Background: an optimization exercise with open tools, aiming at a short achievable clock period. Do not read the settings as production practice. In this exercise RTL edits were held to simulation tests only and were not proved equivalent to the original. No driver is modelled on the clock port, so clocking that relies on it looks cheaper here than on a real chip. Power is estimated from default activity; no workload was simulated.

==> flow/design.v <==
module branch_predictor #(
  parameter int ENTRIES = 16,
  parameter int INDEX_W = 4
) (
  input  logic        clk_i,
  input  logic        rst_i,
  input  logic [31:0] fetch_pc_i,
  output logic [31:0] next_pc_o,
  output logic        pred_taken_o,
  output logic [31:0] pred_target_o,
  input  logic        mem_stall_i,
  input  logic        upd_valid_i,
  input  logic [31:0] upd_pc_i,
  input  logic        upd_taken_i,
  input  logic [31:0] upd_target_i,
  input  logic        upd_pred_taken_i,
  input  logic [31:0] upd_pred_target_i,
  output logic        mispredict_o,
  output logic [31:0] redirect_pc_o,
  output logic [31:0] branch_cnt_o,
  output logic [31:0] mispred_cnt_o
);
  localparam int TAG_W = 30 - INDEX_W;
  typedef enum logic [1:0] {
    CTR_SN = 2'b00,
    CTR_WN = 2'b01,
    CTR_WT = 2'b10,
    CTR_ST = 2'b11
  } ctr_e;
  logic [ENTRIES-1:0]       valid_q;
  logic [ENTRIES-1:0][1:0]  ctr_q;
  logic [TAG_W-1:0]         tag_q    [ENTRIES];
  logic [31:0]              target_q [ENTRIES];
  logic [31:0] branch_cnt_q;
  logic [31:0] mispred_cnt_q;
  logic [INDEX_W-1:0] fetch_idx;
  logic [TAG_W-1:0]   fetch_tag;
  logic [ENTRIES-1:0] fetch_nh;    
  logic [ENTRIES-1:0] fetch_nt;    
  logic [31:0]        fetch_tgt;
  assign fetch_idx = fetch_pc_i[INDEX_W+1:2];
  assign fetch_tag = fetch_pc_i[31:INDEX_W+2];
  logic [31:0]        fetch_tgt_n;
  logic [ENTRIES-1:0] valid_taken;    
  always_comb begin
    for (int i = 0; i < ENTRIES; i++) begin
      valid_taken[i] = valid_q[i] && ctr_q[i][1];
    end
  end
  logic [INDEX_W-1:0] fetch_idx_n;
  logic [3:0]         idx_lo [2];
  logic [3:0]         idx_hi [2];
  for (genvar b = 0; b < INDEX_W; b++) begin : g_idx_n
    bp_inv u_inv (.a(fetch_idx[b]), .y(fetch_idx_n[b]));
  end
  for (genvar c = 0; c < 2; c++) begin : g_pre
    for (genvar m = 0; m < 4; m++) begin : g_m
      bp_nor2 u_lo (.a(m % 2 ? fetch_idx_n[0] : fetch_idx[0]),
                    .b(m / 2 ? fetch_idx_n[1] : fetch_idx[1]), .y(idx_lo[c][m]));
      bp_nor2 u_hi (.a(m % 2 ? fetch_idx_n[2] : fetch_idx[2]),
                    .b(m / 2 ? fetch_idx_n[3] : fetch_idx[3]), .y(idx_hi[c][m]));
    end
  end
  logic [3:0]         dec_lo_n, dec_hi_n;
  logic [ENTRIES-1:0] fetch_dec [4];
  for (genvar m = 0; m < 4; m++) begin : g_dec_pre
    bp_nand2 u_lo (.a(m % 2 ? fetch_idx[0] : fetch_idx_n[0]),
                   .b(m / 2 ? fetch_idx[1] : fetch_idx_n[1]), .y(dec_lo_n[m]));
    bp_nand2 u_hi (.a(m % 2 ? fetch_idx[2] : fetch_idx_n[2]),
                   .b(m / 2 ? fetch_idx[3] : fetch_idx_n[3]), .y(dec_hi_n[m]));
  end
  for (genvar c = 0; c < 4; c++) begin : g_dec
    for (genvar i = 0; i < ENTRIES; i++) begin : g_i
      bp_nor2 u_dec (.a(dec_lo_n[i%4]), .b(dec_hi_n[i/4]), .y(fetch_dec[c][i]));
    end
  end
  for (genvar k = 0; k < 32; k++) begin : g_tgt
    logic [7:0] u;
    logic [1:0] w;
    for (genvar p = 0; p < 8; p++) begin : g_u
      bp_a22oi u_u (.a1(fetch_dec[k/8][2*p]), .a2(target_q[2*p][k]),
                    .b1(fetch_dec[k/8][2*p+1]), .b2(target_q[2*p+1][k]), .y(u[p]));
    end
    bp_nand4 u_w0 (.a(u[0]), .b(u[1]), .c(u[2]), .d(u[3]), .y(w[0]));
    bp_nand4 u_w1 (.a(u[4]), .b(u[5]), .c(u[6]), .d(u[7]), .y(w[1]));
    bp_nor2  u_t  (.a(w[0]), .b(w[1]), .y(fetch_tgt_n[k]));
  end
  assign fetch_tgt = ~fetch_tgt_n;
  logic [TAG_W-1:0] fetch_tag_n [4];
  for (genvar c = 0; c < 4; c++) begin : g_tag_n
    for (genvar b = 0; b < TAG_W; b++) begin : g_b
      bp_inv u_inv (.a(fetch_tag[b]), .y(fetch_tag_n[c][b]));
    end
  end
  for (genvar i = 0; i < ENTRIES; i++) begin : g_cmp
    logic [TAG_W-1:0] x;
    logic [5:0]       a;
    logic [2:0]       e;
    logic             eh, et;
    for (genvar b = 0; b < TAG_W; b++) begin : g_x
      bp_xor2 u_x (.a(fetch_tag_n[i/4][b]), .b(tag_q[i][b]), .y(x[b]));
    end
    for (genvar j = 0; j < 6; j++) begin : g_a
      bp_nand4 u_a (.a(x[4*j]), .b(x[4*j+1]), .c(x[4*j+2]), .d(x[4*j+3]), .y(a[j]));
    end
    for (genvar j = 0; j < 3; j++) begin : g_e
      bp_nor2 u_e (.a(a[2*j]), .b(a[2*j+1]), .y(e[j]));
    end
    logic g, sh_n, st_n;
    bp_nand2 u_g  (.a(x[24]), .b(x[25]), .y(g));
    bp_nand3 u_sh (.a(idx_lo[i/8][i%4]), .b(idx_hi[(i/2)%2][i/4]), .c(valid_q[i]), .y(sh_n));
    bp_nand3 u_st (.a(idx_lo[i/8][i%4]), .b(idx_hi[(i/2)%2][i/4]), .c(valid_taken[i]), .y(st_n));
    bp_nor2  u_eh (.a(g), .b(sh_n), .y(eh));
    bp_nor2  u_et (.a(g), .b(st_n), .y(et));
    bp_nand4 u_nh (.a(e[0]), .b(e[1]), .c(e[2]), .d(eh), .y(fetch_nh[i]));
    bp_nand4 u_nt (.a(e[0]), .b(e[1]), .c(e[2]), .d(et), .y(fetch_nt[i]));
  end
  logic [3:0] hq [2];
  logic [3:0] tq [2];
  logic [1:0] hr [8];
  logic [1:0] tr [8];
  logic [1:0] tr_p;
  for (genvar c = 0; c < 2; c++) begin : g_q
    for (genvar j = 0; j < 4; j++) begin : g_j
      bp_nand4 u_hq (.a(fetch_nh[4*j]), .b(fetch_nh[4*j+1]), .c(fetch_nh[4*j+2]), .d(fetch_nh[4*j+3]), .y(hq[c][j]));
      bp_nand4 u_tq (.a(fetch_nt[4*j]), .b(fetch_nt[4*j+1]), .c(fetch_nt[4*j+2]), .d(fetch_nt[4*j+3]), .y(tq[c][j]));
    end
  end
  for (genvar c = 0; c < 8; c++) begin : g_r
    for (genvar j = 0; j < 2; j++) begin : g_j
      bp_nor2 u_hr (.a(hq[c/4][2*j]), .b(hq[c/4][2*j+1]), .y(hr[c][j]));
      bp_nor2 u_tr (.a(tq[c/4][2*j]), .b(tq[c/4][2*j+1]), .y(tr[c][j]));
    end
  end
  for (genvar j = 0; j < 2; j++) begin : g_tr_p
    bp_nor2 u_tr (.a(tq[1][2*j]), .b(tq[1][2*j+1]), .y(tr_p[j]));
  end
  bp_nand2 u_taken (.a(tr_p[0]), .b(tr_p[1]), .y(pred_taken_o));
  logic [31:0] fetch_seq_n;
  bp_inc_n #(.W(30)) u_fetch_inc (.a_i(fetch_pc_i[31:2]), .yn_o(fetch_seq_n[31:2]));
  assign fetch_seq_n[1:0] = ~fetch_pc_i[1:0];
  for (genvar k = 0; k < 32; k++) begin : g_o
    logic v;
    bp_a21oi u_v    (.a1(tr[k/4][0]), .a2(tr[k/4][1]), .b1(fetch_tgt[k]), .y(v));
    bp_a31oi u_next (.a1(tr[k/4][0]), .a2(tr[k/4][1]), .a3(fetch_seq_n[k]), .b1(v), .y(next_pc_o[k]));
    bp_a21oi u_ptgt (.a1(hr[k/4][0]), .a2(hr[k/4][1]), .b1(fetch_tgt_n[k]), .y(pred_target_o[k]));
  end
  logic [31:0] tm;
  logic [7:0]  tg4;
  logic [3:0]  th8;
  logic [1:0]  tq16;
  logic        t_same, mp_a_n, mp_b_n;
  for (genvar b = 0; b < 32; b++) begin : g_tm
    bp_xnor2 u_m (.a(upd_target_i[b]), .b(upd_pred_target_i[b]), .y(tm[b]));
  end
  for (genvar g = 0; g < 8; g++) begin : g_tg4
    bp_nand4 u_g (.a(tm[4*g]), .b(tm[4*g+1]), .c(tm[4*g+2]), .d(tm[4*g+3]), .y(tg4[g]));
  end
  for (genvar p = 0; p < 4; p++) begin : g_th8
    bp_nor2 u_h (.a(tg4[2*p]), .b(tg4[2*p+1]), .y(th8[p]));
  end
  for (genvar r = 0; r < 2; r++) begin : g_tq16
    bp_nand2 u_q (.a(th8[2*r]), .b(th8[2*r+1]), .y(tq16[r]));
  end
  bp_nor2 u_same (.a(tq16[0]), .b(tq16[1]), .y(t_same));
  assign mp_a_n = !(upd_valid_i && (upd_taken_i != upd_pred_taken_i));
  assign mp_b_n = !(upd_valid_i && upd_taken_i);
  bp_o21ai u_mispredict (.a1(mp_b_n), .a2(t_same), .b1(mp_a_n), .y(mispredict_o));
  logic [29:0] upd_cn;
  bp_carry_gl u_upd_carry (.a_i(upd_pc_i[31:2]), .cn_o(upd_cn));
  assign redirect_pc_o[2:0] = upd_taken_i ? upd_target_i[2:0] : {~upd_pc_i[2], upd_pc_i[1:0]};
  for (genvar k = 3; k < 32; k++) begin : g_redirect
    logic r_c0_n, r_c1_n;
    assign r_c0_n = upd_taken_i ? !upd_target_i[k] : !upd_pc_i[k];
    assign r_c1_n = upd_taken_i ? !upd_target_i[k] : upd_pc_i[k];
    bp_mux2i u_mux (.s(upd_cn[k-2]), .a1(r_c0_n), .a0(r_c1_n), .y(redirect_pc_o[k]));
  end
  logic [INDEX_W-1:0] upd_idx;
  logic [TAG_W-1:0]   upd_tag;
  logic [ENTRIES-1:0] upd_dec;
  logic [ENTRIES-1:0] upd_hit;     
  logic               upd_en;
  assign upd_idx = upd_pc_i[INDEX_W+1:2];
  assign upd_tag = upd_pc_i[31:INDEX_W+2];
  always_comb begin
    for (int i = 0; i < ENTRIES; i++) begin
      upd_dec[i] = (upd_idx == i[INDEX_W-1:0]);
      upd_hit[i] = valid_q[i] && (tag_q[i] == upd_tag);
    end
  end
  assign upd_en  = upd_valid_i && !mem_stall_i;
  logic unused_pc_bits;
  assign unused_pc_bits = ^{fetch_pc_i[1:0], upd_pc_i[1:0]};
  always_ff @(posedge clk_i or posedge rst_i) begin
    if (rst_i) begin
      valid_q       <= '0;
      ctr_q         <= {ENTRIES{CTR_WN}};
      branch_cnt_q  <= '0;
      mispred_cnt_q <= '0;
    end else if (upd_en) begin
      branch_cnt_q <= branch_cnt_q + 32'd1;
      if (mispredict_o) begin
        mispred_cnt_q <= mispred_cnt_q + 32'd1;
      end
      for (int i = 0; i < ENTRIES; i++) begin
        if (upd_dec[i]) begin
          if (upd_hit[i]) begin
            if (upd_taken_i) begin
              if (ctr_q[i] != CTR_ST) ctr_q[i] <= ctr_q[i] + 2'd1;
            end else begin
              if (ctr_q[i] != CTR_SN) ctr_q[i] <= ctr_q[i] - 2'd1;
            end
          end else if (upd_taken_i) begin
            valid_q[i] <= 1'b1;
            ctr_q[i]   <= CTR_WT;
          end
        end
      end
    end
  end
  always_ff @(posedge clk_i) begin
    if (!rst_i && upd_en && upd_taken_i) begin
      for (int i = 0; i < ENTRIES; i++) begin
        if (upd_dec[i]) begin
          target_q[i] <= upd_target_i;
          if (!upd_hit[i]) begin
            tag_q[i] <= upd_tag;
          end
        end
      end
    end
  end
  assign branch_cnt_o  = branch_cnt_q;
  assign mispred_cnt_o = mispred_cnt_q;
endmodule
module bp_inc_n #(
  parameter int W = 30
) (
  input  logic [W-1:0] a_i,
  output logic [W-1:0] yn_o
);
  logic [W-1:0] cn;
  bp_carry_gl u_carry (.a_i(a_i), .cn_o(cn));
  assign yn_o[0] = a_i[0];
  for (genvar k = 1; k < W; k++) begin : g_x
    bp_xor2 u_x (.a(a_i[k]), .b(cn[k]), .y(yn_o[k]));
  end
endmodule
module bp_carry_gl (
  input  logic [29:0] a_i,
  output logic [29:0] cn_o
);
  logic [6:0] b4;       
  logic [4:1] p;        
  logic       p4b;      
  logic [7:5] q;        
  logic [6:5] q3;       
  logic [6:5] n3;       
  for (genvar m = 0; m < 7; m++) begin : g_b4
    bp_nand4 u_b4 (.a(a_i[4*m]), .b(a_i[4*m+1]), .c(a_i[4*m+2]), .d(a_i[4*m+3]), .y(b4[m]));
  end
  bp_inv  u_p1  (.a(b4[0]), .y(p[1]));
  bp_nor2 u_p2  (.a(b4[0]), .b(b4[1]), .y(p[2]));
  bp_nor3 u_p3  (.a(b4[0]), .b(b4[1]), .c(b4[2]), .y(p[3]));
  bp_nor4 u_p4  (.a(b4[0]), .b(b4[1]), .c(b4[2]), .d(b4[3]), .y(p[4]));
  bp_nor4 u_p4b (.a(b4[0]), .b(b4[1]), .c(b4[2]), .d(b4[3]), .y(p4b));
  bp_inv  u_q5  (.a(b4[4]), .y(q[5]));
  bp_nor2 u_q6  (.a(b4[4]), .b(b4[5]), .y(q[6]));
  bp_nor3 u_q7  (.a(b4[4]), .b(b4[5]), .c(b4[6]), .y(q[7]));
  for (genvar m = 5; m < 7; m++) begin : g_n3
    bp_nand3 u_n3 (.a(a_i[4*m]), .b(a_i[4*m+1]), .c(a_i[4*m+2]), .y(n3[m]));
  end
  bp_nor2 u_q35 (.a(b4[4]), .b(n3[5]), .y(q3[5]));
  bp_nor3 u_q36 (.a(b4[4]), .b(b4[5]), .c(n3[6]), .y(q3[6]));
  assign cn_o[0] = 1'b0;
  bp_inv   u_c1 (.a(a_i[0]), .y(cn_o[1]));
  bp_nand2 u_c2 (.a(a_i[0]), .b(a_i[1]), .y(cn_o[2]));
  bp_nand3 u_c3 (.a(a_i[0]), .b(a_i[1]), .c(a_i[2]), .y(cn_o[3]));
  for (genvar m = 1; m < 5; m++) begin : g_lo
    logic pm;
    assign pm = p[m];
    bp_inv   u_c0 (.a(pm), .y(cn_o[4*m]));
    bp_nand2 u_c1 (.a(pm), .b(a_i[4*m]), .y(cn_o[4*m+1]));
    bp_nand3 u_c2 (.a(pm), .b(a_i[4*m]), .c(a_i[4*m+1]), .y(cn_o[4*m+2]));
    bp_nand4 u_c3 (.a(pm), .b(a_i[4*m]), .c(a_i[4*m+1]), .d(a_i[4*m+2]), .y(cn_o[4*m+3]));
  end
  for (genvar m = 5; m < 7; m++) begin : g_hi
    logic pm;
    if (m == 5) begin : g_p
      assign pm = p[4];
    end else begin : g_pb
      assign pm = p4b;
    end
    bp_nand2 u_c0 (.a(pm), .b(q[m]), .y(cn_o[4*m]));
    bp_nand3 u_c1 (.a(pm), .b(q[m]), .c(a_i[4*m]), .y(cn_o[4*m+1]));
    bp_nand4 u_c2 (.a(pm), .b(q[m]), .c(a_i[4*m]), .d(a_i[4*m+1]), .y(cn_o[4*m+2]));
    bp_nand2 u_c3 (.a(pm), .b(q3[m]), .y(cn_o[4*m+3]));
  end
  bp_nand2 u_c28 (.a(p4b), .b(q[7]), .y(cn_o[28]));
  bp_nand3 u_c29 (.a(p4b), .b(q[7]), .c(a_i[28]), .y(cn_o[29]));
endmodule
module bp_xnor2 (input logic a, input logic b, output logic y);
  assign y = !(a ^ b);
endmodule
module bp_inv (input logic a, output logic y);
  assign y = !a;
endmodule
module bp_xor2 (input logic a, input logic b, output logic y);
  assign y = a ^ b;
endmodule
module bp_nand2 (input logic a, input logic b, output logic y);
  assign y = !(a && b);
endmodule
module bp_nand3 (input logic a, input logic b, input logic c, output logic y);
  assign y = !(a && b && c);
endmodule
module bp_nand4 (input logic a, input logic b, input logic c, input logic d, output logic y);
  assign y = !(a && b && c && d);
endmodule
module bp_and3 (input logic a, input logic b, input logic c, output logic y);
  assign y = a && b && c;
endmodule
module bp_nor4 (input logic a, input logic b, input logic c, input logic d, output logic y);
  assign y = !(a || b || c || d);
endmodule
module bp_nor2 (input logic a, input logic b, output logic y);
  assign y = !(a || b);
endmodule
module bp_nor3 (input logic a, input logic b, input logic c, output logic y);
  assign y = !(a || b || c);
endmodule
module bp_and2 (input logic a, input logic b, output logic y);
  assign y = a && b;
endmodule
module bp_a22oi (input logic a1, input logic a2, input logic b1, input logic b2, output logic y);
  assign y = !(a1 && a2 || b1 && b2);
endmodule
module bp_a21oi (input logic a1, input logic a2, input logic b1, output logic y);
  assign y = !(a1 && a2 || b1);
endmodule
module bp_a31oi (input logic a1, input logic a2, input logic a3, input logic b1, output logic y);
  assign y = !(a1 && a2 && a3 || b1);
endmodule
module bp_o21ai (input logic a1, input logic a2, input logic b1, output logic y);
  assign y = !((a1 || a2) && b1);
endmodule
module bp_mux2i (input logic s, input logic a1, input logic a0, output logic y);
  assign y = !(s ? a1 : a0);
endmodule
==> flow/flow/run.sh <==
#!/bin/bash
# Standard layout, with the delay cells (clkdlybuf4s*, dlygate*, dlymetal*,
# dlybuf*), buf_1, bufbuf_* and clkinvlp_* kept out of port buffering and
# timing repair. Synthesis is the
# standard one, run unchanged first; the later steps source flow/dont_use.tcl
# through ORFS's PRE_<step>_TCL hooks, and flow/io.tcl sets pin regions
# before pin placement; timing-driven global placement weights the critical
# nets more than by default. Each tool's output goes to a log here.
set -euo pipefail
H="$PWD/flow/dont_use.tcl"
bash standard.sh synth > synth.log 2>&1
bash standard.sh \
  PRE_FLOORPLAN_TCL="$H" PRE_GLOBAL_PLACE_TCL="$H" PRE_RESIZE_TCL="$H" \
  PRE_DETAIL_PLACE_TCL="$H" PRE_CTS_TCL="$H" PRE_GLOBAL_ROUTE_TCL="$H" \
  PRE_DETAIL_ROUTE_TCL="$H" PRE_FILLCELL_TCL="$H" \
  PRE_IO_PLACEMENT_TCL="$PWD/flow/io.tcl" \
  GLOBAL_PLACEMENT_ARGS="-timing_driven_net_weight_max 5 -timing_driven_nets_percentage 20" \
  finish > layout.log 2>&1
==> flow/flow/dont_use.tcl <==
# Keep delay cells, the weakest buffers and low-power clock inverters out of
# port buffering and timing repair.
set_dont_use [get_lib_cells {sky130_fd_sc_hd__clkdlybuf4s* sky130_fd_sc_hd__dlygate* sky130_fd_sc_hd__dlymetal* sky130_fd_sc_hd__dlybuf* sky130_fd_sc_hd__buf_1 sky130_fd_sc_hd__clkinvlp_* sky130_fd_sc_hd__bufbuf_*}]
==> flow/flow/io.tcl <==
# Pin regions: the fetch lookup's ports in one corner of the die, the
# resolve/update ports along the opposite edges.
set die [ord::get_die_area]
set w [lindex $die 2]
set h [lindex $die 3]
set hw [expr {int($w / 2)}]
set hh [expr {int($h / 2)}]
proc bp_ports {pats} {
  set names {}
  foreach p $pats {
    foreach port [get_ports $p] { lappend names [get_full_name $port] }
  }
  return $names
}
set_io_pin_constraint -pin_names [bp_ports {fetch_pc_i[*] pred_taken_o}] -region left:0-$hh
set_io_pin_constraint -pin_names [bp_ports {next_pc_o[*] pred_target_o[*]}] -region bottom:0-$hw
set_io_pin_constraint -pin_names [bp_ports {upd_pc_i[*] upd_target_i[*] upd_taken_i redirect_pc_o[*]}] -region right:*
set_io_pin_constraint -pin_names [bp_ports {upd_pred_target_i[*] upd_pred_taken_i upd_valid_i mem_stall_i mispredict_o}] -region top:*
==> flow/standard.sh <==
#!/bin/bash
# synth_recipe.tcl (not shown) runs the flow's synth.tcl, then flattens the netlist and writes it again
# the make line also repeats each setting of config.mk as NAME=value (left out here)
make -C /OpenROAD-flow-scripts/flow DESIGN_CONFIG=/design/flow/config.mk WORK_HOME=/design/flow/orfs CLKGATE_MAP_FILE= SYNTH_SCRIPT=/design/flow/synth_recipe.tcl "${@:-finish}"
==> flow/config.mk <==
export PLATFORM = sky130hd
export DESIGN_NAME = branch_predictor
export DESIGN_NICKNAME = branch_predictor
export VERILOG_FILES = /design/flow/design.v
export SDC_FILE = /design/flow/constraint.sdc
export NUM_CORES = 4
export LEC_CHECK = 0
export ABC_CLOCK_PERIOD_IN_PS = 4000
export CAP_MARGIN = 20
export CORE_MARGIN = 2
export CORE_UTILIZATION = 40
export SETUP_SLACK_MARGIN = 2.5
export SLEW_MARGIN = 20
export SYNTH_HIERARCHICAL = 1
==> flow/constraint.sdc <==
create_clock -name core_clock -period 7.0 [get_ports {clk_i}]
set_input_delay 1.4000 -clock core_clock [delete_from_list [all_inputs] [get_ports {clk_i}]]
set_output_delay 1.4000 -clock core_clock [all_outputs]
set_load 0.01 [all_outputs]
==> flow_metrics.tcl, run 1 <==
set metrics [dict create \
    status "finished clean" \
    grt_pass1_wl_um 278000 \
    seqPwrFrac 0.470 \
    final-hold-violation-count 0 \
    die_area_um2 133000 \
    clock_latency_ns 0.77 \
    grt_pass1_vias 36700 \
    crit_chain "buf_16 > buf_8 > buf_6 > nand4_1 > buf_6 > nor4_4 > buf_6 > nand4_1 > xor2_4 > a31oi_1 > buf_2" \
    finalCritPeriodShare 0.686 \
    peakVddDrop_mv 0.217 \
    grt_max_degree 58 \
    wire_per_inst_um 31.1 \
    p_per_area_nw_per_um2 227 \
    vias_per_cell 5.85 \
    skew_ns 0.0753 \
    hp-class "flip-flop to flip-flop" \
    endpoint_kind "output pin" \
    synthesis.area_um2 51900 \
    track_usage 0.297 \
    cp-start-kind "input pin" \
    grt-ovfl-total 0 \
    crit_family "buffers and inverters" \
    power.share.clock 0.420 \
    fin_setup_tns_ns 0 \
    syn_avg_cell_area_um2 13.1 \
    numCtsBuffers 111 \
    postSynthCellCount 3970 \
    power_leakage_uw 0.0224 \
    antenna_found_initial 17 \
    final_common_cell "edfxtp_1" \
    fp.dieW_um 364 \
    drv_slew 0 \
    drive_gt1_frac 0.332 \
    slew_headroom 0.213 \
    cts_tree "built" \
    crit_type "input pin to output pin" \
    numPortBuffers 295 \
    die_h_um 364 \
    comb_power_share 0.110 \
    crit_arrival_ns 3.40 \
    cpMaxStageDelayCell "xor2_4" \
    totalWireLength_um 201000 \
    core_um2 129000 \
    swShare 0.258 \
    final_cell_mix "edfxtp_1, xor2_1, buf_2" \
    final-setup-viol-count 0 \
    fmax_ghz 0.208 \
    vias 37800 \
    path_buf_inv 6 \
    holdBufCountCts 0 \
    tightest_slew_ns 1.18 \
    area_delta_synth_final_pct 24.6 \
    place_congestion 0.983 \
    rows 132 \
    first_iter_violations 4481 \
    p_int_uw 10900 \
    drtAntennaViolNets 0 \
    cp_slowest_stage_delay_ns 0.45 \
    cp_max_fo 5 \
    final_nets 4754 \
    first_pass_iters 6 \
    fin_util 0.501 \
    synth_warnings 19 \
    start_util 0.402 \
    fin_crit_ns 4.80 \
    p_sw_uw 3800 \
    io_pins 296 \
    drv_cap 0 \
    path_clk_slew_ns 0.06 \
    required_ns 5.60 \
    synthesis.nets 4106 \
    rsz0062_at_grt "true" \
    drcViolationCount 0 \
    hpwlAfterDp_um 143000 \
    critPathMostFrequentCell "buf_6" \
    cts.sinks 1040 \
]
[per-layer routing]
layer / GRT usage / share of wire / vias to the layer above
met5: 0 / 0 / -
met4: 0.179 / 0.068 / 0
met3: 0.0543 / 0.089 / 535
met2: 0.472 / 0.46 / 2171
met1: 0.380 / 0.38 / 19000
li1: - / - / 16100
[per-stage QoR]
stage / area, um^2 / std cells / hold slack, ns / worst slack (ns) / power, uW
2_1_floorplan: 52000 / 3970 / 0.463 / 2.30 / 7700
3_3_place_gp: 55900 / 6037 / 0.451 / 1.00 / 8360
3_5_place_dp: 56000 / 6042 / 0.452 / 1.01 / 8370
4_1_cts: 63900 / 6404 / 0.469 / 2.38 / 14700
5_1_grt: 64700 / 6461 / 0.477 / 2.19 / 15100
6_report: 64700 / 6464 / 0.463 / 2.20 / 14700
[path summary, 6_finish.rpt]
check                           depth (start not counted)  slack (ns)                           end                         start
min in group asynchronous                               2        1.24        valid_q[1]$_DFFE_PP0P_                         rst_i
worst max register to register                          6        3.90       tag_q[11][18]$_DFFE_PP_       tag_q[11][11]$_DFFE_PP_
worst min register to register                          1        0.46  branch_cnt_q[31]$_DFFE_PP0P_  branch_cnt_q[31]$_DFFE_PP0P_
max in group asynchronous                               4        3.63   branch_cnt_q[6]$_DFFE_PP0P_                         rst_i
worst max-delay path                                   11        2.20                 next_pc_o[24]                 fetch_pc_i[6]
worst min-delay path                                    1        0.46  branch_cnt_q[31]$_DFFE_PP0P_  branch_cnt_q[31]$_DFFE_PP0P_
[timing repair]
| action | 4_1_cts | 5_1_grt |
|---|---|---|
| cloned | 5 | 0 |
| pin swaps | 209 | 125 |
| setup buffers | 149 | 51 |
| setup endpoints to repair | 103 | 133 |
| gates resized for setup | 777 | 101 |
[layout make-up]
class	count	area, um^2
fill	11100	64400
tap	1742	2180
timing repair buffer	619	4980
inverter	173	898
clock buffer	133	2900
antenna	9	22.5
sequential	1040	30700
clock inverter	75	925
multi-input combinational	2673	22100
[registers in the layout, summed over array words and instances, names as in the netlist]
register and flops:
mispred_cnt_q 32, tag_q 416, valid_q 16, target_q 512, branch_cnt_q 32, ctr_q 32
[power by group through the flow]
stage                     Clock (uW)  Sequential [uW]  Combinational, uW
after floorplan                    0             7040                667
after detailed placement           0             7050               1320
after global routing            6510             6930               1680
after global placement             0             7050               1310
final                           6180             6930               1620
after CTS                       6250             6920               1550
==> run 2, diff against run 1 <==
--- a/flow/flow/run.sh
+++ b/flow/flow/run.sh
@@ -6,4 +6,3 @@
 # through ORFS's PRE_<step>_TCL hooks, and flow/io.tcl sets pin regions
-# before pin placement; timing-driven global placement weights the critical
-# nets more than by default. Each tool's output goes to a log here.
+# before pin placement. Each tool's output goes to a log here.
 set -euo pipefail
@@ -16,3 +15,2 @@
   PRE_IO_PLACEMENT_TCL="$PWD/flow/io.tcl" \
-  GLOBAL_PLACEMENT_ARGS="-timing_driven_net_weight_max 5 -timing_driven_nets_percentage 20" \
   finish > layout.log 2>&1
==> flow/flow/io.tcl (replaced) <==
# Pin regions: the fetch lookup's ports in the lower left corner of the die,
# with the update ports that write the tag and target registers on the same
# two edges, so that the registers the lookup reads sit near it.
set die [ord::get_die_area]
set w [lindex $die 2]
set h [lindex $die 3]
set hw [expr {int($w / 2)}]
set hh [expr {int($h / 2)}]
set ww [expr {int($w)}]
set hhh [expr {int($h)}]
proc bp_ports {pats} {
  set names {}
  foreach p $pats {
    foreach port [get_ports $p] { lappend names [get_full_name $port] }
  }
  return $names
}
set_io_pin_constraint -pin_names [bp_ports {fetch_pc_i[*] pred_taken_o}] -region left:0-$hh
set_io_pin_constraint -pin_names [bp_ports {upd_pc_i[*] redirect_pc_o[*]}] -region left:$hh-$hhh
set_io_pin_constraint -pin_names [bp_ports {next_pc_o[*] pred_target_o[*]}] -region bottom:0-$hw
set_io_pin_constraint -pin_names [bp_ports {upd_target_i[*] upd_taken_i}] -region bottom:$hw-$ww
set_io_pin_constraint -pin_names [bp_ports {upd_pred_target_i[*] upd_pred_taken_i upd_valid_i mem_stall_i mispredict_o}] -region top:*
==> run 2 against run 1 <==
Flip-flop and latch count stayed put. Sequential power about the same. Synthesized cell count is the same. Critical path depth down 3. Non-clock buffer count down 12. Synthesized area unchanged. Combinational power down 2%. Maximum frequency is 1.4% higher. Sequential share of layout area increased by 0.53 points.
==> flow_metrics.tcl, run 2 <==
set metrics [dict create \
    cts.sinks 1040 \
    vias_per_cell 5.87 \
    largest_register_ffs 512 \
    syn_avg_cell_area_um2 13.1 \
    core_um2 129000 \
    synth_warnings 19 \
    final_common_cell "edfxtp_1" \
    min_to "branch_cnt_q[31]$_DFFE_PP0P_" \
    area_delta_synth_final_pct 23.2 \
    seqPwrFrac 0.481 \
    grt-ovfl-total 0 \
    grtUsageMet2 0.450 \
    totalWireLength_um 199000 \
    top_usage_layer "met2" \
    numCtsBuffers 111 \
    final-setup-viol-count 0 \
    reg2reg_slack_ns 3.95 \
    hpwlAfterDp_um 141000 \
    clock_latency_ns 0.77 \
    antenna_found_initial 20 \
    fmax_ghz 0.211 \
    place_congestion 0.981 \
    p_int_uw 10700 \
    rr_startpoint "tag_q[11][11]$_DFFE_PP_" \
    status "finished clean" \
    path_clk_slew_ns 0.06 \
    final_nets 4740 \
    p_sw_uw 3740 \
    comb_power_share 0.110 \
    reg2reg_depth 6 \
    track_usage 0.294 \
    grt_util_met1 0.374 \
    power_leakage_uw 0.0221 \
    die_h_um 364 \
    finalCritPeriodShare 0.677 \
    p_per_area_nw_per_um2 225 \
    postSynthCellCount 3970 \
    p_total_uw 14400 \
    crit_arrival_ns 3.34 \
    final-hold-violation-count 0 \
    rows 132 \
    first_pass_iters 5 \
    cp-start-kind "input pin" \
    required_ns 5.60 \
    n_fill_cell 11200 \
    numPortBuffers 295 \
    cpMaxStageDelayCell "xor2_2" \
    hp-class "flip-flop to flip-flop" \
    fp.dieW_um 364 \
    use_met3 0.0577 \
    fin_crit_ns 4.74 \
    grt_pass1_vias 36300 \
    endpoint_kind "output pin" \
    start_util 0.402 \
    rsz0062_at_grt "true" \
    tightest_slew_ns 1.18 \
    synthesis.area_um2 51900 \
    drive_gt1_frac 0.322 \
    min_from "branch_cnt_q[31]$_DFFE_PP0P_" \
    skew_ns 0.0751 \
    vias 37800 \
    cts_tree "built" \
    crit_family "simple AND/OR/NAND/NOR gates" \
    crit_chain "buf_16 > nand4_1 > nor4_4 > buf_6 > nand4_1 > xor2_2 > a31oi_1 > buf_2" \
    fin_setup_tns_ns 0 \
    rr_endpoint "tag_q[11][8]$_DFFE_PP_" \
    swShare 0.260 \
    critPathMostFrequentCell "nand4_1" \
    cp_slowest_stage_delay_ns 0.40 \
    peakVddDrop_mv 0.226 \
    grt_max_degree 103 \
    top_register "target_q" \
    drcViolationCount 0 \
    drv_slew 0 \
    path_buf_inv 3 \
    final_cell_mix "edfxtp_1, xor2_1, buf_2" \
    crit_type "input pin to output pin" \
    first_iter_violations 4597 \
    top_regs "target_q x512, tag_q x416" \
    die_area_um2 133000 \
    wire_per_inst_um 30.8 \
    synthesis.nets 4106 \
    power.share.clock 0.409 \
    io_pins 296 \
    slew_headroom 0.205 \
    drv_cap 0 \
    cp_max_fo 9 \
    grt_pass1_wl_um 274000 \
    drtAntennaViolNets 0 \
    hold-path-cell-count 1 \
]
run 2: layer usage:
| metal | share of wire | wire, um |
|---|---|---|
| met5 | 0.000035 | 7 |
| met4 | 0.078 | 15400 |
| met3 | 0.099 | 19600 |
| met1 | 0.37 | 74300 |
| met2 | 0.45 | 89100 |
run 2: layout make-up:
cell class | instances | area (um^2) | share of cell area
flip-flops and latches | 1040 | 30700 | 0.479
multi-input cells | 2671 | 21900 | 0.342
repair buffers | 607 | 4590 | 0.0718
clock buffers | 144 | 3010 | 0.0470
well taps | 1742 | 2180 | 0.0340
inverters | 173 | 1040 | 0.0162
clock inverters | 58 | 572 | 0.00893
diodes | 11 | 27.5 | 0.000430
run 2: through the flow:
stage           util  cells  cell area, um^2  setup slack, ns  hold WS [ns]
2_1_floorplan      -   3970            52000             2.30         0.463
5_1_grt        0.496   6445            64000             2.25         0.486
6_report       0.496   6446            64000             2.26         0.469
3_5_place_dp   0.434   6046            56000            0.800         0.457
3_3_place_gp   0.433   6042            55900            0.782         0.460
4_1_cts        0.487   6371            62900             2.38         0.472
run 2: what timing repair did:
item | in CTS | in global routing
hold buffers | 0 | 0
pin swaps | 131 | 124
gates cloned | 5 | 1
gates resized for setup | 696 | 174
endpoints found under the setup margin | 156 | 286
setup buffers | 118 | 63
run 2: how the worst max path moves through the flow:
stage | start | cells past startpoint | to | slack [ns]
6_report | fetch_pc_i[6] | 8 | next_pc_o[24] | 2.26
5_1_grt | fetch_pc_i[19] | 12 | next_pc_o[1] | 2.25
4_1_cts | fetch_pc_i[4] | 11 | next_pc_o[2] | 2.38
3_5_place_dp | fetch_pc_i[4] | 11 | next_pc_o[0] | 0.80
3_3_place_gp | fetch_pc_i[4] | 11 | next_pc_o[1] | 0.78
2_1_floorplan | rst_i | 5 | tag_q[2][0]$_DFFE_PP_ | 2.30
run 2: power by group through the flow:
stage / Sequential, uW / Combinational, uW / Clock (uW)
after floorplan: 7040 / 667 / 0
after global placement: 7050 / 1300 / 0
after detailed placement: 7050 / 1310 / 0
after CTS: 6920 / 1490 / 5960
after global routing: 6930 / 1630 / 6200
final: 6930 / 1580 / 5890
run 2: worst register-to-register path: stages, from the launching register on:
cell and delay [ns]:
edfxtp_1 0.41, xnor2_1 0.37, nand4_1 0.24, nor4_1 0.94, and2_1 0.32, nor3_2 0.06, buf_2 0.35
==> run 3, diff against run 2 <==
--- a/flow/design.v
+++ b/flow/design.v
@@ -319,5 +319,2 @@
 endmodule
-module bp_and3 (input logic a, input logic b, input logic c, output logic y);
-  assign y = a && b && c;
-endmodule
 module bp_nor4 (input logic a, input logic b, input logic c, input logic d, output logic y);
@@ -331,5 +328,2 @@
 endmodule
-module bp_and2 (input logic a, input logic b, output logic y);
-  assign y = a && b;
-endmodule
 module bp_a22oi (input logic a1, input logic a2, input logic b1, input logic b2, output logic y);
==> flow/flow/run.sh (replaced) <==
#!/bin/bash
# Standard layout with two changes: the delay cells (clkdlybuf4s*, dlygate*,
# dlymetal*, dlybuf*), buf_1, bufbuf_* and clkinvlp_* are kept out of port
# buffering and timing repair (flow/dont_use.tcl, sourced through ORFS's
# PRE_<step>_TCL hooks), and flow/io.tcl sets pin regions before pin
# placement. Synthesis is the standard one, run unchanged first. Each tool's
# output goes to a log here.
set -euo pipefail
H="$PWD/flow/dont_use.tcl"
bash standard.sh synth > synth.log 2>&1
bash standard.sh \
  PRE_FLOORPLAN_TCL="$H" PRE_GLOBAL_PLACE_TCL="$H" PRE_RESIZE_TCL="$H" \
  PRE_DETAIL_PLACE_TCL="$H" PRE_CTS_TCL="$H" PRE_GLOBAL_ROUTE_TCL="$H" \
  PRE_DETAIL_ROUTE_TCL="$H" PRE_FILLCELL_TCL="$H" \
  PRE_IO_PLACEMENT_TCL="$PWD/flow/io.tcl" \
  finish > layout.log 2>&1
==> flow/flow/io.tcl (replaced) <==
# Pin regions: the fetch lookup's ports in one corner of the die, the
# resolve/update ports along the opposite edges.
set die [ord::get_die_area]
set w [lindex $die 2]
set h [lindex $die 3]
set hw [expr {int($w / 2)}]
set hh [expr {int($h / 2)}]
proc bp_ports {pats} {
  set names {}
  foreach p $pats {
    foreach port [get_ports $p] { lappend names [get_full_name $port] }
  }
  return $names
}
set_io_pin_constraint -pin_names [bp_ports {fetch_pc_i[*] pred_taken_o}] -region left:0-$hh
set_io_pin_constraint -pin_names [bp_ports {next_pc_o[*] pred_target_o[*]}] -region bottom:0-$hw
set_io_pin_constraint -pin_names [bp_ports {upd_pc_i[*] upd_target_i[*] upd_taken_i redirect_pc_o[*]}] -region right:*
set_io_pin_constraint -pin_names [bp_ports {upd_pred_target_i[*] upd_pred_taken_i upd_valid_i mem_stall_i mispredict_o}] -region top:*
--- a/flow/config.mk
+++ b/flow/config.mk
@@ -11,2 +11,3 @@
 export CORE_UTILIZATION = 40
+export GPL_ROUTABILITY_DRIVEN = 0
 export SETUP_SLACK_MARGIN = 2.5
==> run 3 against run 2 <==
Still clean on timing, DRC and antenna. Maximum frequency is 1.3% lower. Cell area up 0.61%. Core utilization is 0.30 points higher. Largest cell class unchanged.
==> flow_metrics.tcl, run 3 <==
set metrics [dict create \
    crit_start "fetch_pc_i[29]" \
    place_inst 6032 \
    final_nets 4767 \
    cpMaxStageDelayCell "nand4_1" \
    vias 38000 \
    hpwlAfterDp_um 142000 \
    cp_max_fo 8 \
    holdBufCountCts 0 \
    drcViolationCount 0 \
    endpoint_kind "output pin" \
    peakVddDrop_mv 0.196 \
    cts.sinks 1040 \
    core_um2 129000 \
    p_sw_uw 3760 \
    p_int_uw 10800 \
    synthesis.nets 4106 \
    grt_pass1_wl_um 278000 \
    numCtsBuffers 113 \
    totalWireLength_um 202000 \
    required_ns 5.60 \
    power.share.clock 0.411 \
    power_leakage_uw 0.0223 \
    grt-ovfl-total 0 \
    antenna_found_initial 20 \
    reg2reg_depth 6 \
    final_common_cell "edfxtp_1" \
    fin_cells 6468 \
    finalCritPeriodShare 0.686 \
    tightest_slew_ns 1.11 \
    p_per_area_nw_per_um2 226 \
    fmax_ghz 0.208 \
    path_buf_inv 5 \
    drv_cap 0 \
    cp_slowest_stage_delay_ns 0.29 \
    regArea_um2 30700 \
    seqPwrFrac 0.477 \
    die_h_um 364 \
    worst_hold_slack_ns 0.460 \
    synthesis.area_um2 51900 \
    drtAntennaViolNets 0 \
    vias_per_cell 5.88 \
    first_iter_violations 4867 \
    min_from "mispred_cnt_q[31]$_DFFE_PP0P_" \
    drive_gt1_frac 0.327 \
    fp.dieW_um 364 \
    final-setup-viol-count 0 \
    crit_chain "buf_16 > inv_8 > xor2_1 > nand4_1 > nor2_2 > nand4_1 > nand4_1 > buf_6 > nor2_4 > buf_6 > a31oi_4 > buf_6" \
    synth_warnings 19 \
    min_to "mispred_cnt_q[31]$_DFFE_PP0P_" \
    track_usage 0.298 \
    skew_ns 0.0775 \
    hold-path-cell-count 1 \
    syn_avg_cell_area_um2 13.1 \
    final_cell_mix "edfxtp_1, xor2_1, buf_2" \
    start_util 0.402 \
    cp-start-kind "input pin" \
    area_delta_synth_final_pct 24.0 \
    multi_input_area_um2 22100 \
    first_pass_iters 6 \
    largest_register_ffs 512 \
    status "finished clean" \
    rsz0062_at_grt "true" \
    drv_slew 0 \
    hp-class "flip-flop to flip-flop" \
    rr_endpoint "tag_q[10][4]$_DFFE_PP_" \
    postSynthCellCount 3970 \
    io_pins 296 \
    reg2reg_slack_ns 4.00 \
    slew_headroom 0.258 \
    clock_latency_ns 0.77 \
    numPortBuffers 295 \
    grt_pass1_vias 36500 \
    crit_arrival_ns 3.40 \
    fin_setup_tns_ns 0 \
    path_clk_slew_ns 0.06 \
    rr_startpoint "tag_q[10][8]$_DFFE_PP_" \
    n_fill_cell 11100 \
    swShare 0.259 \
    grt_max_degree 94 \
    top_register "target_q" \
    fin_crit_ns 4.80 \
    cts_tree "built" \
    comb_power_share 0.112 \
    wire_per_inst_um 31.3 \
    top_regs "target_q x512, tag_q x416" \
    crit_family "simple AND/OR/NAND/NOR gates" \
    crit_type "input pin to output pin" \
    rows 132 \
    die_area_um2 133000 \
    final-hold-violation-count 0 \
]
[run 3: how the worst max path moves through the flow]
| stage | endpoint | cells past startpoint |
|---|---|---|
| after floorplan | tag_q[2][0]$_DFFE_PP_ | 5 |
| after global placement | next_pc_o[0] | 11 |
| after detailed placement | next_pc_o[0] | 11 |
| final | next_pc_o[6] | 12 |
| after CTS | next_pc_o[5] | 13 |
| after global routing | pred_target_o[11] | 14 |
[run 3: layout make-up]
cell class	instances	area share
inverters	173	0.0131
clock inverters	62	0.0111
clock buffers	142	0.0456
diodes	6	0.000233
multi-input cells	2675	0.343
flip-flops and latches	1040	0.477
well taps	1742	0.0338
repair buffers	628	0.0764
[run 3: layer usage]
metal / global-route usage / part of all wire / up-vias
met5: 0 / 0.000064 / -
met4: 0.171 / 0.065 / 2
met3: 0.0623 / 0.094 / 517
met2: 0.471 / 0.46 / 2271
met1: 0.381 / 0.38 / 19100
li1: - / - / 16100
[run 3: per-stage QoR]
step                cell area, um^2  setup WS (ns)  total power [uW]   util
finish                        64400           2.20             14500  0.499
global route                  64400           2.20             14900  0.499
CTS                           63600           2.33             14500  0.493
detailed placement            56000          0.602              8370  0.433
global placement              55900          0.535              8360  0.433
floorplan                     52000           2.30              7700      -
[run 3: power groups by stage]
stage / sequential (uW) / clock [uW] / combinational [uW]
floorplan: 7040 / 0 / 667
global placement: 7050 / 0 / 1310
detailed placement: 7050 / 0 / 1320
CTS: 6920 / 6040 / 1560
global route: 6930 / 6290 / 1700
finish: 6930 / 5980 / 1630
[run 3: repair_timing]
action / in CTS / in global routing
setup buffers: 180 / 37
setup endpoints to repair: 289 / 204
pin swaps: 190 / 118
gates resized for setup: 691 / 117
cloned: 8 / 1
endpoints found under the hold margin: 0 / 0
==> run 4, diff against run 3 <==
--- a/flow/config.mk
+++ b/flow/config.mk
@@ -11,4 +11,3 @@
 export CORE_UTILIZATION = 40
-export GPL_ROUTABILITY_DRIVEN = 0
-export SETUP_SLACK_MARGIN = 2.5
+export SETUP_SLACK_MARGIN = 2.2
 export SLEW_MARGIN = 20
==> run 4 against run 3 <==
Still clean on timing, DRC and antenna. Synthesized cell count stayed put. Die area did not move. Global-route usage shrank 1.3 points. Cell area down 2.8%. Critical endpoint is now next_pc_o[15].
==> flow_metrics.tcl, run 4 <==
set metrics [dict create \
    status "finished clean" \
    final-setup-viol-count 0 \
    finalCritPeriodShare 0.695 \
    cp_max_fo 8 \
    drv_cap 0 \
    cp-start-kind "input pin" \
    cp_slowest_stage_delay_ns 0.24 \
    hpwlAfterDp_um 141000 \
    die_h_um 364 \
    cts.sinks 1040 \
    fin_crit_ns 4.86 \
    cts_tree "built" \
    grt_pass1_wl_um 267000 \
    numCtsBuffers 110 \
    synthesis.area_um2 51900 \
    totalWireLength_um 194000 \
    hp-class "flip-flop to flip-flop" \
    vias_per_cell 5.79 \
    die_area_um2 133000 \
    endpoint_kind "output pin" \
    crit_arrival_ns 3.46 \
    comb_power_share 0.100 \
    required_ns 5.60 \
    holdBufCountCts 0 \
    finalInstanceArea_um2 62600 \
    vias 36900 \
    clock_latency_ns 0.76 \
    first_iter_violations 4603 \
    crit_family "buffers and inverters" \
    grt_max_degree 57 \
    drive_gt1_frac 0.301 \
    final-hold-violation-count 0 \
    postSynthCellCount 3970 \
    power_leakage_uw 0.0216 \
    top_register "target_q" \
    final_nets 4667 \
    syn_avg_cell_area_um2 13.1 \
    crit_type "input pin to output pin" \
    p_total_uw 14700 \
    cpMaxStageDelayCell "nor2_4" \
    drv_slew 0 \
    path_buf_inv 7 \
    p_sw_uw 3740 \
    p_per_area_nw_per_um2 234 \
    wire_per_inst_um 30.3 \
    slew_headroom 0.247 \
    setup_ws_ns 2.14 \
    crit_chain "buf_12 > buf_12 > inv_12 > buf_6 > xor2_1 > nand4_1 > nor2_4 > nand4_1 > nand4_1 > buf_6 > buf_6 > nor2_4 > a21oi_2 > a31oi_2 > buf_2" \
    largest_register_ffs 512 \
    dp_slack_ns 0.666 \
    core_um2 129000 \
    placed_area_um2 56000 \
    io_pins 296 \
    swShare 0.255 \
    seqPwrFrac 0.473 \
    area_delta_synth_final_pct 20.6 \
    fin_setup_tns_ns 0 \
    final_cell_mix "edfxtp_1, xor2_1, buf_2" \
    peakVddDrop_mv 0.231 \
    rows 132 \
    path_clk_slew_ns 0.06 \
    antenna_found_initial 29 \
    final_common_cell "edfxtp_1" \
    synthesis.nets 4106 \
    numPortBuffers 295 \
    power.share.clock 0.427 \
    fp.dieW_um 364 \
    grt_pass1_vias 35100 \
    first_pass_iters 5 \
    grt-ovfl-total 0 \
    track_usage 0.285 \
    drcViolationCount 0 \
    place_congestion 0.964 \
    tightest_slew_ns 1.13 \
    p_int_uw 10900 \
    rsz0062_at_grt "true" \
    fmax_ghz 0.206 \
    start_util 0.402 \
    top_regs "target_q x512, tag_q x416" \
    synth_warnings 19 \
    drtAntennaViolNets 0 \
    skew_ns 0.0415 \
]
run 4: metal layers:
| layer | track usage | wire length [um] | vias to the layer above |
|---|---|---|---|
| li1 | - | - | 15900 |
| met1 | 0.389 | 79000 | 18700 |
| met2 | 0.450 | 88900 | 1936 |
| met3 | 0.0457 | 16600 | 357 |
| met4 | 0.123 | 9140 | 2 |
| met5 | 0 | 13 | - |
run 4: power by group through the flow:
stage	Clock, uW	Sequential [uW]	Combinational, uW
2_1_floorplan	0	7040	666
3_3_place_gp	0	7050	1300
3_5_place_dp	0	7050	1300
4_1_cts	6320	6920	1410
5_1_grt	6570	6930	1540
6_report	6260	6930	1470
run 4: timing repair:
| item | 4_1_cts | 5_1_grt |
|---|---|---|
| cloned | 3 | 1 |
| setup buffers | 65 | 44 |
| resized for setup | 415 | 149 |
| endpoints found under the hold margin | 0 | 0 |
| pin swaps | 57 | 55 |
| setup endpoints to repair | 130 | 69 |
run 4: path summary, 6_finish.rpt:
| kind | slack [ns] | startpoint | cells past startpoint | end |
|---|---|---|---|---|
| max in group asynchronous | 4.43 | rst_i | 3 | ctr_q[3]$_DFFE_PP0P_ |
| worst min register to register | 0.46 | branch_cnt_q[31]$_DFFE_PP0P_ | 1 | branch_cnt_q[31]$_DFFE_PP0P_ |
| worst min-delay path | 0.46 | branch_cnt_q[31]$_DFFE_PP0P_ | 1 | branch_cnt_q[31]$_DFFE_PP0P_ |
| worst max-delay path | 2.14 | fetch_pc_i[26] | 15 | next_pc_o[15] |
| min in group asynchronous | 1.23 | rst_i | 2 | branch_cnt_q[14]$_DFFE_PP0P_ |
| worst max register to register | 4.02 | tag_q[7][24]$_DFFE_PP_ | 6 | tag_q[7][20]$_DFFE_PP_ |
run 4: worst reg2reg max path: cells and delay by family, from the launching register on:
kind | cells | cell delay [ns]
XOR/XNOR | 1 | 0.42
AND/OR/NAND/NOR | 4 | 1.35
flip-flops | 1 | 0.42
buffers and inverters | 1 | 0.40
run 4: metrics by stage:
step | utilization | hold slack (ns) | cells
CTS | 0.479 | 0.471 | 6323
global placement | 0.434 | 0.455 | 6045
floorplan | - | 0.463 | 3970
finish | 0.485 | 0.462 | 6387
global route | 0.485 | 0.503 | 6379
detailed placement | 0.434 | 0.462 | 6046
run 4: layout make-up:
cell class                 count  area [um^2]
fill                       11400        66500
sequential                  1040        30700
multi-input combinational   2672        21600
timing repair buffer         534         3530
clock buffer                 146         2980
tap                         1742         2180
clock inverter                63          890
inverter                     173          744
antenna                       17         42.5
==> run 5, diff against run 4 <==
--- a/flow/config.mk
+++ b/flow/config.mk
@@ -11,4 +11,5 @@
 export CORE_UTILIZATION = 40
-export SETUP_SLACK_MARGIN = 2.2
+export SETUP_SLACK_MARGIN = 2.5
 export SLEW_MARGIN = 20
 export SYNTH_HIERARCHICAL = 1
+export TNS_END_PERCENT = 10
==> run 5 against run 4 <==
Still clean on timing, DRC and antenna. Combinational power increased by 4%. Clock power is 4.3% lower. Via count grew 0.79%. Sequential power barely moved. Sequential share of layout area is 0.23 points lower. Core utilization rose by 0.23 points. Die area stayed put. Flip-flop and latch count is the same. Synthesized cell count did not move.
==> flow_metrics.tcl, run 5 <==
set metrics [dict create \
    status "finished clean" \
    grt-ovfl-total 0 \
    fmax_ghz 0.209 \
    top_layer "met5" \
    drcViolationCount 0 \
    met2_length_um 90500 \
    final-hold-violation-count 0 \
    drive_gt1_frac 0.298 \
    grt_max_degree 53 \
    skew_ns 0.0936 \
    cts_tree "built" \
    largest_register_ffs 512 \
    fin_util 0.487 \
    drv_slew 0 \
    required_ns 5.60 \
    io_pins 296 \
    placed_area_um2 55900 \
    grt_pass1_vias 36000 \
    n_fill_cell 11400 \
    clock_latency_ns 0.79 \
    synth_warnings 19 \
    first_pass_iters 8 \
    synthesis.nets 4106 \
    vias 37200 \
    totalWireLength_um 196000 \
    top_regs "target_q x512, tag_q x416" \
    final_common_cell "edfxtp_1" \
    top_register "target_q" \
    finalCritPeriodShare 0.684 \
    syn_avg_cell_area_um2 13.1 \
    cp-start-kind "input pin" \
    peakVddDrop_mv 0.229 \
    power_leakage_uw 0.0216 \
    fin_setup_tns_ns 0 \
    core_um2 129000 \
    crit_type "input pin to output pin" \
    rsz0062_at_grt "true" \
    first_iter_violations 4245 \
    synthesis.area_um2 51900 \
    numPortBuffers 295 \
    hpwlAfterDp_um 141000 \
    crit_arrival_ns 3.39 \
    p_per_area_nw_per_um2 230 \
    cp_max_fo 6 \
    final_nets 4648 \
    area_delta_synth_final_pct 21.1 \
    vias_per_cell 5.86 \
    numCtsBuffers 111 \
    final_cell_mix "edfxtp_1, xor2_1, xnor2_1" \
    start_util 0.402 \
    tightest_slew_ns 1.18 \
    fp.dieW_um 364 \
    fin_crit_ns 4.79 \
    die_h_um 364 \
    hp-class "flip-flop to flip-flop" \
    drv_cap 0 \
    antenna_found_initial 25 \
    finalInstanceArea_um2 62900 \
    track_usage 0.290 \
    grt_pass1_wl_um 271000 \
    endpoint_kind "output pin" \
    drtAntennaViolNets 0 \
    wire_per_inst_um 30.8 \
    wl_met1_um 75900 \
    slew_headroom 0.211 \
    path_clk_slew_ns 0.06 \
    final-setup-viol-count 0 \
    rows 132 \
    place_congestion 1.04 \
    die_area_um2 133000 \
    cts.sinks 1040 \
    met3_length_um 17200 \
    postSynthCellCount 3970 \
]
-- run 5: worst max-delay path, stage by stage --
cell and delay (ns):
buf_16 0.14, buf_6 0.14, nand4_1 0.11, buf_4 0.19, nor4_4 0.26, buf_6 0.17
buf_2 0.14, nand2_1 0.08, xor2_1 0.42, a31oi_1 0.16, buf_2 0.16
-- run 5: metrics by stage --
| stage | total power [uW] | worst slack [ns] | hold slack, ns | instances |
|---|---|---|---|---|
| floorplan | 7700 | 2.30 | 0.463 | 3970 |
| global placement | 8350 | 0.847 | 0.453 | 6028 |
| detailed placement | 8370 | 0.842 | 0.455 | 6029 |
| CTS | 14500 | 2.28 | 0.470 | 6342 |
| global route | 14800 | 2.16 | 0.498 | 6353 |
| finish | 14400 | 2.21 | 0.468 | 6357 |
-- run 5: path summary, 6_finish.rpt --
kind,from,endpoint,slack [ns],depth (start not counted)
min in group asynchronous,rst_i,ctr_q[27]$_DFFE_PP0P_,1.18,2
max reg2reg,tag_q[13][0]$_DFFE_PP_,tag_q[13][7]$_DFFE_PP_,4.18,7
max,fetch_pc_i[3],next_pc_o[25],2.21,11
min reg2reg,mispred_cnt_q[31]$_DFFE_PP0P_,mispred_cnt_q[31]$_DFFE_PP0P_,0.47,1
max in group asynchronous,rst_i,branch_cnt_q[4]$_DFFE_PP0P_,4.70,3
min,mispred_cnt_q[31]$_DFFE_PP0P_,mispred_cnt_q[31]$_DFFE_PP0P_,0.47,1
-- run 5: metal layers --
layer	track usage	vias up
li1	-	15900
met4	0.165	2
met2	0.464	1997
met5	0	-
met3	0.0521	495
met1	0.372	18800
-- run 5: layout make-up --
class | count | area, um^2 | area share
diodes | 12 | 30.0 | 0.000477
clock buffers | 141 | 2950 | 0.0469
clock inverters | 63 | 728 | 0.0116
inverters | 173 | 845 | 0.0134
multi-input cells | 2670 | 21700 | 0.345
flip-flops and latches | 1040 | 30700 | 0.488
well taps | 1742 | 2180 | 0.0346
repair buffers | 516 | 3800 | 0.0604
-- run 5: timing repair --
item / 4_1_cts / 5_1_grt
hold buffers: 0 / 0
setup endpoints to repair: 166 / 174
buffers inserted: 106 / 2
pin swaps: 138 / 2
resized for setup: 691 / 1
cloned: 3 / 0
-- run 5: report_power, final --
| group | switching (uW) | leakage [uW] | internal, uW |
|---|---|---|---|
| Clock | 2590 | 0.00180 | 3400 |
| Sequential | 89.7 | 0.00973 | 6840 |
| Combinational | 1040 | 0.0101 | 498 |
| Total | 3710 | 0.0216 | 10700 |
==> run 6, diff against run 5 <==
--- a/flow/config.mk
+++ b/flow/config.mk
@@ -14,2 +14 @@
 export SYNTH_HIERARCHICAL = 1
-export TNS_END_PERCENT = 10
==> run 6 against run 5 <==
Flip-flop and latch count did not move. Clock power grew 3%. Sequential power barely moved.
==> flow_metrics.tcl, run 6 <==
set metrics [dict create \
    crit_chain "buf_16 > inv_16 > nand2_8 > buf_6 > nor2_4 > buf_12 > buf_2 > a22oi_2 > nand4_1 > nor2_4 > buf_8 > inv_1 > a21oi_2 > a31oi_2 > buf_2" \
    fin_setup_tns_ns 0 \
    vias_per_cell 5.84 \
    min_from "mispred_cnt_q[31]$_DFFE_PP0P_" \
    grt_pass1_wl_um 277000 \
    drtAntennaViolNets 0 \
    slew_headroom 0.240 \
    fp.dieW_um 364 \
    path_clk_slew_ns 0.06 \
    core_um2 129000 \
    top_register "target_q" \
    finalInstanceArea_um2 65000 \
    placed_area_um2 56000 \
    vias 38000 \
    largest_register_ffs 512 \
    hp-class "flip-flop to flip-flop" \
    final-hold-violation-count 0 \
    final-setup-viol-count 0 \
    totalWireLength_um 201000 \
    fin_crit_ns 4.72 \
    drv_cap 0 \
    final_common_cell "edfxtp_1" \
    rr_startpoint "tag_q[9][22]$_DFFE_PP_" \
    fin_util 0.503 \
    cp_slowest_stage_delay_ns 0.25 \
    worst_hold_slack_ns 0.468 \
    status "finished clean" \
    hpwlAfterDp_um 141000 \
    synthesis.area_um2 51900 \
    drive_gt1_frac 0.338 \
    numPortBuffers 295 \
    die_h_um 364 \
    synthesis.nets 4106 \
    final_cell_mix "edfxtp_1, xor2_1, buf_2" \
    cp-start-kind "input pin" \
    final_nets 4804 \
    cts.sinks 1040 \
    peakVddDrop_mv 0.226 \
    grt_max_degree 59 \
    area_delta_synth_final_pct 25.1 \
    first_iter_violations 4448 \
    crit_family "buffers and inverters" \
    postSynthCellCount 3970 \
    grt_pass1_vias 37100 \
    numCtsBuffers 110 \
    rsz0062_at_grt "true" \
    skew_ns 0.0391 \
    finalCritPeriodShare 0.675 \
    endpoint_kind "output pin" \
    rows 132 \
    place_congestion 1.04 \
    synth_warnings 19 \
    syn_avg_cell_area_um2 13.1 \
    crit_type "input pin to output pin" \
    tightest_slew_ns 1.14 \
    first_pass_iters 8 \
    cts_tree "built" \
    n_fill_cell 11100 \
    io_pins 296 \
    top_regs "target_q x512, tag_q x416" \
    antenna_found_initial 17 \
    crit_start "fetch_pc_i[4]" \
    cp_max_fo 8 \
    power_leakage_uw 0.0226 \
    fmax_ghz 0.212 \
    drcViolationCount 0 \
    required_ns 5.60 \
    cpMaxStageDelayCell "nand4_1" \
    grt-ovfl-total 0 \
    wire_per_inst_um 30.8 \
    drv_slew 0 \
    clock_latency_ns 0.77 \
    p_per_area_nw_per_um2 226 \
    die_area_um2 133000 \
    start_util 0.402 \
    reg2reg_slack_ns 3.92 \
    crit_arrival_ns 3.32 \
    track_usage 0.296 \
    path_buf_inv 8 \
]
==> run 6: metrics by stage <==
stage / worst slack [ns] / power [uW] / instances
finish: 2.28 / 14700 / 6510
global route: 2.26 / 15100 / 6508
floorplan: 2.30 / 7700 / 3970
CTS: 2.35 / 14700 / 6446
global placement: 0.521 / 8360 / 6036
detailed placement: 0.499 / 8370 / 6037
==> run 6: what timing repair did <==
| item | 4_1_cts | 5_1_grt |
|---|---|---|
| endpoints found under the setup margin | 131 | 93 |
| gates cloned | 4 | 0 |
| setup buffers | 201 | 54 |
| gates resized for setup | 776 | 127 |
| pin swaps | 212 | 105 |
| hold buffers | 0 | 0 |
==> run 6: path summary, 6_finish.rpt <==
check                                                 to  depth (start not counted)
max                                         next_pc_o[5]                         15
min                        mispred_cnt_q[31]$_DFFE_PP0P_                          1
max reg2reg                       tag_q[9][10]$_DFFE_PP_                          6
min reg2reg                mispred_cnt_q[31]$_DFFE_PP0P_                          1
max in group asynchronous   branch_cnt_q[31]$_DFFE_PP0P_                          3
min in group asynchronous         valid_q[0]$_DFFE_PP0P_                          2
==> run 6: layer usage <==
| metal | GRT usage | up-vias | part of all wire |
|---|---|---|---|
| met2 | 0.466 | 2169 | 0.46 |
| li1 | - | 16200 | - |
| met5 | 0 | - | 0.000065 |
| met3 | 0.0557 | 542 | 0.086 |
| met4 | 0.192 | 2 | 0.072 |
| met1 | 0.376 | 19100 | 0.39 |
==> run 6: cell type report <==
type                       instances  area (um^2)  share of cell area
tap                             1742         2180              0.0335
antenna                            8         20.0            0.000308
clock inverter                    74          943              0.0145
inverter                         173          938              0.0144
clock buffer                     130         2840              0.0437
sequential                      1040        30700               0.472
timing repair buffer             673         5310              0.0817
multi-input combinational       2670        22100               0.340
==> run 6: power breakdown <==
part           switching [uW]  internal (uW)
Combinational            1070            569
Clock                    2620           3520
Sequential               90.3           6830

## afterwards: timing with drivers on the ports
How much do the figures lean on ideal ports? The routed layouts below were timed once more, with nothing changed but the port constraints. Step 1 (the two cells are an assumption about what drives the block):
set clk [get_ports {clk_i}]
set_driving_cell -lib_cell sky130_fd_sc_hd__clkbuf_16 $clk
set_driving_cell -lib_cell sky130_fd_sc_hd__buf_2 [delete_from_list [all_inputs] $clk]
Step 2 times the ports against the registers' clock, not the clock port: input delays grow and output delays shrink by t, the midpoint of the rising clock arrivals with the driver on. Slacks: ideal / step 1 / step 2; pairs: ideal / step 1.
run	t, ns	setup slack, ns	hold WS [ns]
run 1	0.809	2.197 / 2.111 / 1.749	0.463 / 0.463 / 0.463
run 2	0.809	2.264 / 2.108 / 1.816	0.469 / 0.469 / 0.469
run 3	0.809	2.200 / 1.996 / 1.560	0.460 / 0.460 / 0.460
run 4	0.819	2.137 / 2.049 / 1.635	0.462 / 0.462 / 0.462
run 5	0.813	2.212 / 2.006 / 1.553	0.468 / 0.468 / 0.468
run 6	0.817	2.276 / 2.101 / 1.885	0.468 / 0.468 / 0.468
After both steps setup and hold are still met in every run listed. For run 5, which loses most, drivers alone change the setup slack by -0.206 ns; drivers and shift together by -0.659 ns.
